Context: an optimization exercise on an open-source flow, tuned for small area, a short achievable clock period and few clock cycles per item. The choices shown serve that exercise and are no tape-out recipe.
Function was checked by simulation only, so behaviour that the tests miss may differ from the original.

==> run a: inputs <==
## radial_light_blob_renderer
module radial_light_blob_renderer #(
    parameter int          K     = 4,
    parameter int          DEPTH = 22,
    parameter logic [14:0] SQM   = 15'h3EAA,
    parameter logic [8:0]  P1M   = 9'h1AA,
    parameter logic [7:0]  P2M   = 8'hAA,
    parameter bit          MSP   = 1'b1
) (
    input  logic        aclk,
    input  logic        aresetn,
    input  logic        s_valid,
    output logic        s_ready,
    input  logic [89:0] s_data,
    output logic        m_valid,
    input  logic        m_ready,
    output logic [35:0] m_data,
    input  logic        cfg_valid,
    output logic        cfg_ready,
    input  logic [2:0]  cfg_index,
    input  logic [7:0]  cfg_data
);
    logic [6:0]        panel_rows, panel_cols;
    logic [4:0]        light_count;
    logic [7:0]        radius;
    logic signed [7:0] col_min, col_max, row_min, row_max;
    assign cfg_ready = 1'b1;
    always_ff @(posedge aclk) begin
        if (!aresetn) begin
            panel_rows  <= 7'd12;
            panel_cols  <= 7'd16;
            light_count <= 5'd0;
            radius      <= 8'd13;
            col_min     <= -8'sd3;
            col_max     <= 8'sd16;
            row_min     <= -8'sd3;
            row_max     <= 8'sd12;
        end else if (cfg_valid) begin
  ...
==> module radial_light_blob_renderer, before the edit <==
module radial_light_blob_renderer #(
    parameter int          K     = 4,
    parameter int          DEPTH = 22,
    parameter logic [14:0] SQM   = 15'h3EAA,
    parameter logic [8:0]  P1M   = 9'h1AA,
    parameter logic [7:0]  P2M   = 8'hAA,
    parameter bit          MSP   = 1'b1
) (
    input  logic        aclk,
    input  logic        aresetn,
    input  logic        s_valid,
    output logic        s_ready,
    input  logic [89:0] s_data,
    output logic        m_valid,
    input  logic        m_ready,
    output logic [35:0] m_data,
    input  logic        cfg_valid,
    output logic        cfg_ready,
    input  logic [2:0]  cfg_index,
    input  logic [7:0]  cfg_data
);
    logic [6:0]        panel_rows, panel_cols;
    logic [4:0]        light_count;
    logic [7:0]        radius;
    logic signed [7:0] col_min, col_max, row_min, row_max;
    assign cfg_ready = 1'b1;
    always_ff @(posedge aclk) begin
        if (!aresetn) begin
            panel_rows  <= 7'd12;
            panel_cols  <= 7'd16;
            light_count <= 5'd0;
            radius      <= 8'd13;
            col_min     <= -8'sd3;
            col_max     <= 8'sd16;
            row_min     <= -8'sd3;
            row_max     <= 8'sd12;
        end else if (cfg_valid) begin
            case (cfg_index)
                3'd0: panel_rows  <= cfg_data[6:0];
                3'd1: panel_cols  <= cfg_data[6:0];
                3'd2: light_count <= cfg_data[4:0];
                3'd3: radius      <= cfg_data;
                3'd4: col_min     <= cfg_data;
                3'd5: col_max     <= cfg_data;
                3'd6: row_min     <= cfg_data;
                default: row_max  <= cfg_data;
            endcase
        end
    end
    logic [6:0]  rows_eff, cols_eff;
    logic [4:0]  n_eff, ncyc;
    logic [14:0] r100;
    logic [12:0] d25;
    logic        any_light;
    logic signed [17:0] cmin, cmax, rmin, rmax;
    always_ff @(posedge aclk) begin
        rows_eff  <= (panel_rows > 7'd64) ? 7'd64 : panel_rows;
        cols_eff  <= (panel_cols > 7'd64) ? 7'd64 : panel_cols;
        n_eff     <= (light_count > 5'd16) ? 5'd16 : light_count;
        ncyc      <= ((light_count > 5'd16 ? 5'd16 : light_count) + 5'(K - 1)) / 5'(K);
        r100      <= 15'(radius) * 15'd100;
        d25       <= 13'(radius) * 13'd25;
        any_light <= (light_count != 5'd0);
        cmin      <= 18'(col_min) * 18'sd100;
        cmax      <= 18'(col_max) * 18'sd100;
        rmin      <= 18'(row_min) * 18'sd100;
        rmax      <= 18'(row_max) * 18'sd100;
    end
    logic        h_valid, h_pop, h_kept;
    logic [89:0] h_data;
    logic [12:0] pidx;
    logic        credit, alloc, res_we;
    logic [23:0] res_rgb;
    rlbr_front u_front (
        .aclk    (aclk),
        .aresetn (aresetn),
        .s_valid (s_valid),
        .s_ready (s_ready),
        .s_data  (s_data),
        .h_valid (h_valid),
        .h_data  (h_data),
        .h_pop   (h_pop)
    );
    assign h_kept = (7'(h_data[11:6]) < rows_eff) && (7'(h_data[5:0]) < cols_eff) && any_light;
    assign pidx   = 13'(h_data[11:6]) * 13'(cols_eff) + 13'(cols_eff) - 13'd1 - 13'(h_data[5:0]);
    rlbr_back #(
        .K   (K),
        .SQM (SQM),
        .P1M (P1M),
        .P2M (P2M),
        .MSP (MSP)
    ) u_back (
        .aclk    (aclk),
        .aresetn (aresetn),
        .n_eff   (n_eff),
        .ncyc    (ncyc),
        .r100    (r100),
        .d25     (d25),
        .cmin    (cmin),
        .cmax    (cmax),
        .rmin    (rmin),
        .rmax    (rmax),
        .h_valid (h_valid),
        .h_data  (h_data),
        .h_kept  (h_kept),
        .h_pop   (h_pop),
        .credit  (credit),
        .alloc   (alloc),
        .res_we  (res_we),
        .res_rgb (res_rgb)
    );
    rlbr_fifo #(
        .DEPTH (DEPTH)
    ) u_fifo (
        .aclk      (aclk),
        .aresetn   (aresetn),
        .alloc     (alloc),
        .alloc_idx (pidx[11:0]),
        .credit    (credit),
        .res_we    (res_we),
        .res_rgb   (res_rgb),
        .m_valid   (m_valid),
        .m_ready   (m_ready),
        .m_data    (m_data)
    );
endmodule
export LEC_CHECK = 0
export ABC_CLOCK_PERIOD_IN_PS = 4000
export CAP_MARGIN = 20
export CORE_MARGIN = 2
export CORE_UTILIZATION = 45
export SLEW_MARGIN = 20
create_clock -name core_clock -period 16.0 [get_ports {aclk}]
standard.sh (not shown) runs the stock make flow with config.mk's settings and CLKGATE_MAP_FILE= SYNTH_SCRIPT=/design/flow/synth_recipe.tcl, a recipe that flattens the netlist after the stock synthesis.
==> flow/flow/run.sh <==
#!/bin/bash
# The standard layout (standard.sh: ORFS synthesis to finish, unchanged
# scripts, the design's constraint file and 16 ns clock), with one change:
# repair_timing, run by ORFS after floorplan, CTS and global routing, aims
# for a setup slack of 10.5 ns instead of 0, i.e. it keeps sizing and
# buffering paths longer than about 5.5 ns. Synthesis is not affected.
# Its full output goes to standard.log here; ORFS's per-step logs are under
# orfs/logs/.
set -euo pipefail
export SETUP_SLACK_MARGIN=10.5
bash standard.sh > standard.log 2>&1
==> run b (differences from run a) <==
--- a/flow/design.v
+++ b/flow/design.v
@@ -1046,9 +1046,9 @@
 module radial_light_blob_renderer #(
     parameter int          K     = 4,
-    parameter int          DEPTH = 22,
-    parameter logic [14:0] SQM   = 15'h3EAA,
+    parameter int          DEPTH = 20,
+    parameter logic [14:0] SQM   = 15'h3E92,
     parameter logic [8:0]  P1M   = 9'h1AA,
     parameter logic [7:0]  P2M   = 8'hAA,
-    parameter bit          MSP   = 1'b1
+    parameter bit          MSP   = 1'b0
 ) (
     input  logic        aclk,
==> summary.md <==
| Metric | Value |
|---|---|
| Clk latency of the worst-skew pair | around 1.2 ns |
| GP Congestion | between 0.9 and 1 |
| Signal buffers | 806 |
| First-pass DRT Iterations | 6 |
| Slew margin rel. | 0.122 |
| First-pass GRT wire length | roughly 1,800,000 um |
| Clk_skew | 0.134 ns |
| RR Startpoint | u_back.g_ln[3].u_lane.g_p2[8].g_okr.r_a[4] |
| N_diodes | 76 |
| Finished Layout Cells | 56,744 |
| Slowest cell delay on critical path | 0.55 ns |
| Outcome | no timing/DRC/antenna violations |
| Nets | 50,782 |
| Adder-Cell Fraction of Synth Area | 0.271 |
| Sequential share of cell area | 0.340 |
The numbers above come from run b.

==> summary.md <==
| Metric | Value |
|---|---|
| Outcome | no timing/DRC/antenna violations |
| Clk latency of the worst-skew pair | 1.17 ns |
| GP Congestion | ~0.92 |
| First-pass GRT wire length | 1,880,000 um |
| N_diodes | 53 |
| RR Startpoint | u_back.g_ln[0].u_lane.dv2[1][0] |
| Signal buffers | a little over 800 |
| Slew margin rel. | 0.108 |
| First-pass DRT Iterations | 7 |
| Clk_skew | ~0.12 ns |
| Number of flip-flops in the largest register | 528 |
| Finished Layout Cells | 58,176 |
| Sequential share of cell area | 0.356 |
| Slowest cell delay on critical path | slightly below 0.4 ns |
| Nets | 51,723 |
| Congestion Overflow GR | 0 |
The numbers above come from run a.

Testbench counts of run a, summed over its fixed seeds: cycles 5,048, pixels 1,764.
Testbench counts of run b, summed over its fixed seeds: cycles 5,044, pixels 1,764.

==> afterwards: timing with drivers on the ports <==
In the flow no input, the clock included, has a driving cell. The finished layouts below were timed again as built, in two steps.
Step 1 sets driving cells, clkbuf_16 on the clock port and buf_2 on the other inputs (assumed; they add their load-dependent delay and slew).
Step 2 adds t to the input delays and takes it off the output delays; t is the mean of the earliest and latest rising clock arrival at the registers after step 1. Input paths then give back, and output paths get back, about the clock's delay inside the block.
Slacks: ideal ports / drivers / drivers and shift; pairs: ideal ports / drivers.
| run | t, ns | slack for setup (ns) | worst setup path at the end |
|---|---|---|---|
| run a | 1.290 | 10.582 / 10.563 / 9.813 | input to register |
| run b | 1.247 | 10.634 / 10.519 / 9.914 | input to register |
After both steps every run listed still meets setup and hold. For run a, which loses most, drivers alone change the setup slack by -0.019 ns; drivers and shift together by -0.769 ns.
